From an optimization exercise on the open Yosys and OpenROAD flow, aimed at small area and a short achievable clock period; shortcuts taken in it are not production practice.
Function was checked by simulation only, so behaviour that the tests miss may differ from the original.
Power figures rest on the tool's default switching activity, not on a simulated workload.

==> flow/design.v <==
`default_nettype none
package iq_pkg;
	localparam int ENTRY_WIDTH    = 32;
	localparam int DISPATCH_WIDTH = 4;   
	localparam int ISSUE_WIDTH    = 2;   
	localparam int DEFAULT_DEPTH  = 15;
	localparam int MAX_DEPTH      = 15;
	localparam int SLOT_WIDTH  = $clog2(MAX_DEPTH + 1);
	localparam int LANE_WIDTH  = $clog2(DISPATCH_WIDTH + 1);
	localparam int SHIFT_WIDTH = $clog2(ISSUE_WIDTH + 1);
	typedef logic [ENTRY_WIDTH-1:0] entry_t;      
	typedef logic [SLOT_WIDTH-1:0]  slot_t;       
	typedef logic [SLOT_WIDTH-1:0]  count_t;      
	typedef logic [LANE_WIDTH-1:0]  lane_num_t;   
	typedef logic [SHIFT_WIDTH-1:0] shift_t;      
endpackage
`default_nettype wire
`timescale 1ns/1ps
`default_nettype none
module iq_dispatch #(
	parameter int DEPTH = iq_pkg::DEFAULT_DEPTH
) (
	input  wire                               write_en,
	input  wire iq_pkg::lane_num_t            write_num,
	input  wire iq_pkg::entry_t               din0,
	input  wire iq_pkg::entry_t               din1,
	input  wire iq_pkg::entry_t               din2,
	input  wire iq_pkg::entry_t               din3,
	input  wire iq_pkg::count_t               count,
	input  wire iq_pkg::shift_t               issued_num,
	output logic [DEPTH-1:0]                  slot_we,
	output iq_pkg::entry_t [DEPTH-1:0]        slot_wdata,
	output iq_pkg::lane_num_t                 alloc_num,
	output logic                              write_success
);
	typedef logic [iq_pkg::SLOT_WIDTH:0] sum_t;   
	iq_pkg::entry_t [iq_pkg::DISPATCH_WIDTH-1:0] lane_data;
	iq_pkg::count_t wr_ptr;
	sum_t           wr_end;
	logic           wr_go;
	assign lane_data = {din3, din2, din1, din0};
	assign wr_ptr = count - iq_pkg::count_t'(issued_num);   
	assign wr_end = sum_t'(wr_ptr) + sum_t'(write_num);
	assign write_success = (wr_end <= sum_t'(DEPTH));   
	assign wr_go = write_en & write_success;
	assign alloc_num = wr_go ? write_num : '0;
	always_comb begin
		slot_we = '0;
		slot_wdata = '0;
		for (int i = 0; i < DEPTH; i++) begin
			for (int k = 0; k < iq_pkg::DISPATCH_WIDTH; k++) begin
				if (wr_go && k < int'(write_num) && i == int'(wr_ptr) + k) begin
					slot_we[i] = 1'b1;
					slot_wdata[i] = lane_data[k];
				end
			end
		end
	end
endmodule
`default_nettype wire
`timescale 1ns/1ps
`default_nettype none
module iq_entry_array #(
	parameter int DEPTH = iq_pkg::DEFAULT_DEPTH
) (
	input  wire                               clk,
	input  wire                               resetn,
	input  wire iq_pkg::shift_t [DEPTH-1:0]   shift_sel,
	input  wire iq_pkg::shift_t               issued_num,
	input  wire [DEPTH-1:0]                   slot_we,
	input  wire iq_pkg::entry_t [DEPTH-1:0]   slot_wdata,
	input  wire iq_pkg::lane_num_t            alloc_num,
	output iq_pkg::entry_t [DEPTH-1:0]        entries,
	output iq_pkg::count_t                    count
);
	localparam int SPAN = DEPTH + iq_pkg::ISSUE_WIDTH;   
	iq_pkg::entry_t [SPAN-1:0]  padded;
	iq_pkg::entry_t [DEPTH-1:0] entries_next;
	iq_pkg::count_t             count_next;
	always_comb begin
		padded = '0;
		padded[DEPTH-1:0] = entries;
	end
	always_comb begin
		for (int i = 0; i < DEPTH; i++) begin
			entries_next[i] = '0;
			for (int d = 0; d <= iq_pkg::ISSUE_WIDTH; d++) begin
				if (shift_sel[i] == iq_pkg::shift_t'(d)) begin
					entries_next[i] = padded[i+d];   
				end
			end
			if (slot_we[i]) begin
				entries_next[i] = slot_wdata[i];   
			end
		end
	end
	assign count_next = count - iq_pkg::count_t'(issued_num) + iq_pkg::count_t'(alloc_num);
	always_ff @(posedge clk) begin
		if (!resetn) begin
			entries <= '0;
			count <= '0;
		end else begin
			entries <= entries_next;
			count <= count_next;
		end
	end
endmodule
`default_nettype wire
`timescale 1ns/1ps
`default_nettype none
module iq_issue_select #(
	parameter int DEPTH = iq_pkg::DEFAULT_DEPTH
) (
	input  wire iq_pkg::entry_t [DEPTH-1:0]   entries,
	input  wire iq_pkg::count_t               count,
	input  wire                               issue_en0,
	input  wire                               issue_en1,
	input  wire iq_pkg::slot_t                issue_idx0,
	input  wire iq_pkg::slot_t                issue_idx1,
	output iq_pkg::entry_t                    dout0,
	output iq_pkg::entry_t                    dout1,
	output iq_pkg::shift_t                    issued_num,
	output iq_pkg::shift_t [DEPTH-1:0]        shift_sel
);
	localparam int SPAN = DEPTH + iq_pkg::ISSUE_WIDTH;
	logic [DEPTH-1:0]          hit0;
	logic [DEPTH-1:0]          hit1;
	logic [SPAN-1:0]           remove;
	iq_pkg::shift_t [SPAN-1:0] removed_upto;   
	always_comb begin
		for (int j = 0; j < DEPTH; j++) begin
			hit0[j] = issue_en0 && issue_idx0 == iq_pkg::slot_t'(j);
			hit1[j] = issue_en1 && issue_idx1 == iq_pkg::slot_t'(j);
		end
	end
	always_comb begin
		dout0 = '0;
		dout1 = '0;
		for (int j = 0; j < DEPTH; j++) begin
			if (hit0[j]) begin
				dout0 = entries[j];
			end
			if (hit1[j]) begin
				dout1 = entries[j];
			end
		end
	end
	assign issued_num = iq_pkg::shift_t'(issue_en0) + iq_pkg::shift_t'(issue_en1);
	always_comb begin
		remove = '0;
		remove[DEPTH-1:0] = hit0 | hit1;   
	end
	always_comb begin
		iq_pkg::shift_t seen;
		seen = '0;
		for (int j = 0; j < SPAN; j++) begin
			seen = seen + iq_pkg::shift_t'(remove[j]);
			removed_upto[j] = seen;
		end
	end
	always_comb begin
		for (int i = 0; i < DEPTH; i++) begin
			shift_sel[i] = issued_num;
			for (int d = iq_pkg::ISSUE_WIDTH; d >= 0; d--) begin
				if (!remove[i+d] && removed_upto[i+d] == iq_pkg::shift_t'(d)) begin
					shift_sel[i] = iq_pkg::shift_t'(d);
				end
			end
		end
	end
endmodule
`default_nettype wire
`timescale 1ns/1ps
`default_nettype none
module issue_queue #(
	parameter int DEPTH = iq_pkg::DEFAULT_DEPTH
) (
	input  wire                      clk,
	input  wire                      resetn,
	input  wire                      write_en,
	input  wire iq_pkg::lane_num_t   write_num,
	input  wire iq_pkg::entry_t      din0,
	input  wire iq_pkg::entry_t      din1,
	input  wire iq_pkg::entry_t      din2,
	input  wire iq_pkg::entry_t      din3,
	input  wire                      issue_en0,
	input  wire                      issue_en1,
	input  wire iq_pkg::slot_t       issue_idx0,
	input  wire iq_pkg::slot_t       issue_idx1,
	output wire iq_pkg::entry_t      dout0,
	output wire iq_pkg::entry_t      dout1,
	output wire iq_pkg::count_t      count,
	output wire                      write_success
);
	wire iq_pkg::entry_t [DEPTH-1:0] entries;
	wire iq_pkg::shift_t [DEPTH-1:0] shift_sel;
	wire iq_pkg::shift_t             issued_num;
	wire [DEPTH-1:0]                 slot_we;
	wire iq_pkg::entry_t [DEPTH-1:0] slot_wdata;
	wire iq_pkg::lane_num_t          alloc_num;
	iq_dispatch #(.DEPTH(DEPTH)) u_dispatch (
		.write_en      (write_en),
		.write_num     (write_num),
		.din0          (din0),
		.din1          (din1),
		.din2          (din2),
		.din3          (din3),
		.count         (count),
		.issued_num    (issued_num),   
		.slot_we       (slot_we),
		.slot_wdata    (slot_wdata),
		.alloc_num     (alloc_num),
		.write_success (write_success)
	);
	iq_entry_array #(.DEPTH(DEPTH)) u_array (
		.clk        (clk),
		.resetn     (resetn),
		.shift_sel  (shift_sel),
		.issued_num (issued_num),
		.slot_we    (slot_we),
		.slot_wdata (slot_wdata),
		.alloc_num  (alloc_num),
		.entries    (entries),
		.count      (count)
	);
	iq_issue_select #(.DEPTH(DEPTH)) u_select (
		.entries    (entries),
		.count      (count),
		.issue_en0  (issue_en0),
		.issue_en1  (issue_en1),
		.issue_idx0 (issue_idx0),
		.issue_idx1 (issue_idx1),
		.dout0      (dout0),
		.dout1      (dout1),
		.issued_num (issued_num),
		.shift_sel  (shift_sel)
	);
endmodule
`default_nettype wire
==> flow/run.sh <==
#!/bin/bash
# synth_recipe.tcl (not shown) runs the flow's synth.tcl, then flattens the netlist and writes it again
# the make line also repeats each setting of config.mk as NAME=value (left out here)
make -C /OpenROAD-flow-scripts/flow DESIGN_CONFIG=/design/flow/config.mk WORK_HOME=/design/flow/orfs CLKGATE_MAP_FILE= SYNTH_SCRIPT=/design/flow/synth_recipe.tcl finish
==> flow/config.mk <==
export PLATFORM = sky130hd
export DESIGN_NAME = issue_queue
export DESIGN_NICKNAME = issue_queue
export VERILOG_FILES = /design/flow/design.v
export SDC_FILE = /design/flow/constraint.sdc
export NUM_CORES = 4
export LEC_CHECK = 0
export CAP_MARGIN = 20
export CORE_MARGIN = 2
export CORE_UTILIZATION = 25
export PLACE_DENSITY = 0.35
export SLEW_MARGIN = 20
==> flow/constraint.sdc <==
create_clock -name core_clock -period 8.5 [get_ports {clk}]
set_input_delay 1.7000 -clock core_clock [delete_from_list [all_inputs] [get_ports {clk}]]
set_output_delay 1.7000 -clock core_clock [all_outputs]
set_load 0.01 [all_outputs]
==> metrics.csv <==
metric,value,unit
run_status,timing/DRC/antenna clean,
drt_iter0_drc,8768,
detailed_place_hpwl,237100,um
rr_worst_depth,18,
timing.reg2reg.setup_slack,3330,ps
drc_errors,0,
area.growth.synth_to_final,22.47,%
commonest_cells_post_synth,"sky130_fd_sc_hd__nand2_1 (748), sky130_fd_sc_hd__clkbuf_1 (708), sky130_fd_sc_hd__o21ai_0 (492)",
powerDensity,285.8,nW/um2
synth_area_leaders,"sky130_fd_sc_hd__dfxtp_1 (23%), sky130_fd_sc_hd__nand2_1 (6.5%), sky130_fd_sc_hd__clkbuf_1 (6.2%), sky130_fd_sc_hd__o21ai_0 (5.7%), sky130_fd_sc_hd__a221oi_1 (5.4%)",
grt_pass1_vias,53440,
grt_pass1_wl,458100,um
layout-drive-gt1-share,13.66,%
seqCellArea,9689,um2
io_count,213,
hp-class,reg -> reg,
die-height,418.2,um
final_nets,6060,
cp.required,9150,ps
rows,152,
placement.io_buffers,212,
synth_cell_types,87,
worst_setup_hold_path_clk_slew,60,ps
multiInputGateArea,30940,um2
grtUsageTotal,36.55,%
timing.final.crit_share,96.77,%
dpl_cell_area,50120,um2
fin_area,52530,um2
worst_path_arrival_time,8880,ps
post-cts-setup-buffers,0,
mappedNetlistArea,42900,um2
unrepaired_setup_endpoints_after_global_routing,false,
cts_made_buffers,73,
coreArea,171000,um2
cts.sink_count,484,
proportion_of_synthesized_chip_area_in_sequential_cells,22.59,%
crit_path_end,u_array.entries[413],
filler_cell_count,18450,
synth-edff-count,0,
grt_antenna_before_repair,7,
post_drt_via_cell_ratio,6.926,
synth_cells,5905,
finalSetupViolCount,0,
cell_with_the_most_instances_after_synthesis,sky130_fd_sc_hd__nand2_1,
grt.overflow.total,0,
peakVddDrop,0.1627,mV
wl_per_cell,40.82,um
cts_hold_repair.buffers,0,
routed-via-count,56630,
end_kind,register,
antenna_left,0,
slew_viol_final,0,
grt_start_max_net_pins,134,
clock_skew,23.82,ps
static-leakage-power,0.01777,uW
hold_viol,0,
ys.flop_type,sky130_fd_sc_hd__dfxtp_1,
drtPass1Iterations,12,
mappedNetlistNets,6077,
timing.slew.headroom,19.44,%
die_w,418.2,um
pre_cts_slack,-549.3,ps
routabilityCongestion,0.9789,
worst_setup_path_startpoint,issue_en1,
synthDominantCellAreaShare,22.59,%
floorplan.initialDensity,25.09,%
critical_path.reg2reg.endpoint,u_array.entries[30],
postSynthAreaPerCell,7.264,um2
final_period_minus_worst_setup_slack,8226,ps
timing.critical_path.from_type,input port,
htreeDepth,3,
synth_register_bits,484,
drv_cap,0,
synthDominantAreaCellType,sky130_fd_sc_hd__dfxtp_1,
timing.critical_path.fanout_max,32,
wl,333800,um
yosys_warnings,3,
clock_path_buffers,3,
clock_insertion_delay_worst_skew,710,ps
synth_async_sr_flop_share,0,%
die_area,174900,um2
timing_worst_setup_path_type,in -> reg,
cts_tree,done,
r2r_start,u_array.count[0],
timing_limited_maximum_frequency,121.6,MHz
finalWorstSetupSlack,274.4,ps
worst_slew_pin_slew,1206,ps
clockRootBuffer,sky130_fd_sc_hd__clkbuf_16,
## worst max-delay path, cell delays in order
cell and delay [ps]:
sky130_fd_sc_hd__clkdlybuf4s50_1 470, sky130_fd_sc_hd__buf_4 160, sky130_fd_sc_hd__nor3b_1 320, sky130_fd_sc_hd__a22oi_1 200, sky130_fd_sc_hd__fa_1 550, sky130_fd_sc_hd__inv_1 80
sky130_fd_sc_hd__ha_4 250, sky130_fd_sc_hd__ha_4 250, sky130_fd_sc_hd__ha_4 260, sky130_fd_sc_hd__ha_4 250, sky130_fd_sc_hd__ha_4 260, sky130_fd_sc_hd__ha_1 320
sky130_fd_sc_hd__ha_1 370, sky130_fd_sc_hd__ha_2 350, sky130_fd_sc_hd__ha_1 330, sky130_fd_sc_hd__ha_1 330, sky130_fd_sc_hd__ha_1 330, sky130_fd_sc_hd__ha_1 260
sky130_fd_sc_hd__xor2_2 200, sky130_fd_sc_hd__buf_4 140, sky130_fd_sc_hd__xnor3_1 240, sky130_fd_sc_hd__nand3_1 170, sky130_fd_sc_hd__a2111oi_4 440, sky130_fd_sc_hd__buf_12 240
sky130_fd_sc_hd__a221o_1 200, sky130_fd_sc_hd__a22o_1 130
## layout by cell type, fill, tap and decap left out, drive strengths merged, types with 48 or more instances in the layout
| master | Yosys | routed |
|---|---|---|
| a221oi | 264 | 264 |
| o221ai | 84 | 84 |
| a222oi | 168 | 168 |
| mux2i | 191 | 191 |
| inv | 55 | 61 |
| a221o | 182 | 182 |
| o21ai | 496 | 496 |
| a21oi | 448 | 448 |
| buf | 56 | 466 |
| nand3 | 115 | 115 |
| nand2 | 748 | 748 |
| and3 | 53 | 53 |
| mux2 | 55 | 55 |
| clkbuf | 708 | 99 |
| dfxtp | 484 | 484 |
| nand4 | 49 | 49 |
| o22ai | 95 | 95 |
| nor2 | 371 | 371 |
| a31oi | 116 | 116 |
| a32o | 64 | 64 |
| o31ai | 48 | 48 |
| clkdlybuf4s50 | 0 | 206 |
| a211oi | 57 | 57 |
| nor3 | 87 | 87 |
| a22o | 64 | 64 |
| a22oi | 262 | 262 |
| o211ai | 137 | 137 |
## flip-flops by register name, indices dropped and copies added (netlist names)
name / count
u_array.count: 4
u_array.entries: 480
## kinds of logic after synthesis
| family | share of synthesized area, % |
|---|---|
| AND/OR/NAND/NOR | 16.18 |
| flip-flops | 22.59 |
| XOR/XNOR | 0.8080 |
| multiplexers | 6.426 |
| adder cells (fa/ha/maj) | 0.8867 |
| AO/OA/AOI/OAI | 45.80 |
| buffers and inverters | 7.310 |
## timing repair
action / in CTS / in global routing
gates resized for setup: 0 / 5
hold endpoints to repair: 0 / 0
endpoints found under the setup margin: 0 / 64
## area by class of cell
| type | count | share of cell area [%] |
|---|---|---|
| Antenna cell | 7 | 0.03334 |
| Clock buffer | 99 | 3.796 |
| Clock inverter | 25 | 0.6574 |
| Inverter | 57 | 0.4168 |
| Multi-Input combinational cell | 4600 | 58.90 |
| Sequential cell | 484 | 18.44 |
| Tap cell | 2233 | 5.318 |
| Timing Repair Buffer | 672 | 12.43 |
## report_power, final
part           internal (uW)  leakage (uW)  switching, uW
Combinational           2750        0.0127           4960
Sequential              2940       0.00394           1150
Clock                   1810       0.00114           1410
## worst min path at each step
stage | depth (start not counted) | slack, ps | from | to
final | 2 | 530 | u_array.entries[242] | u_array.entries[242]
after global routing | 1 | 550 | u_array.entries[455] | u_array.entries[455]
after CTS | 2 | 520 | u_array.entries[240] | u_array.entries[240]
after detailed placement | 2 | 520 | u_array.entries[240] | u_array.entries[240]
after global placement | 2 | 520 | u_array.entries[242] | u_array.entries[242]
after floorplan | 2 | 470 | u_array.entries[226] | u_array.entries[226]
## through the flow
| stage | instances | total power [uW] | hold WS [ps] | TNS [ps] | utilization, % |
|---|---|---|---|---|---|
| global placement | 8044 | 11540 | 515.5 | -47270 | 29.30 |
| CTS | 8169 | 14780 | 524.3 | 0 | 30.68 |
| detailed placement | 8045 | 11530 | 515.4 | -53210 | 29.32 |
| floorplan | 5905 | 7790 | 470.0 | 0 | - |
| finish | 8177 | 15010 | 525.7 | 0 | 30.73 |
| global route | 8171 | 15550 | 552.9 | 0 | 30.72 |
## metal layers
| layer | routed length [um] | part of all wire (%) | vias up | track usage [%] |
|---|---|---|---|---|
| li1 | - | - | 23310 | - |
| met1 | 131100 | 39 | 28680 | 46.31 |
| met2 | 151900 | 46 | 3761 | 58.29 |
| met3 | 28260 | 8.5 | 879 | 5.556 |
| met4 | 22410 | 6.7 | 4 | 22.13 |
| met5 | 67 | 0.020 | - | 0.2501 |

-- separate check: timing with driven ports --
In the flow no input, the clock included, has a driving cell. The finished layout below was timed again as built, in two steps. Step 1: set_driving_cell puts a clkbuf_16 on clk and a buf_2 on each other input, an assumption about the parent block. Step 2, shift: input delay + t, output delay - t, t = (earliest + latest rising clock arrival at the registers) / 2. This alone moves slack from input paths to output paths. Slacks: ideal ports / drivers / drivers and shift; pairs: ideal ports / drivers.
t, ns: 0.782
slack for setup (ns): 0.274 / 0.289 / -0.493
hold slack, ns: 0.526 / 0.526 / 0.526
clock arrival spread, ns: 0.028 / 0.028
worst slew at a driven data input, ns: 0.07
Met with ideal ports but missed after step 2: setup timing in this run. The setup slack of this run moves by +0.015 ns with the drivers and by -0.767 ns with both steps.
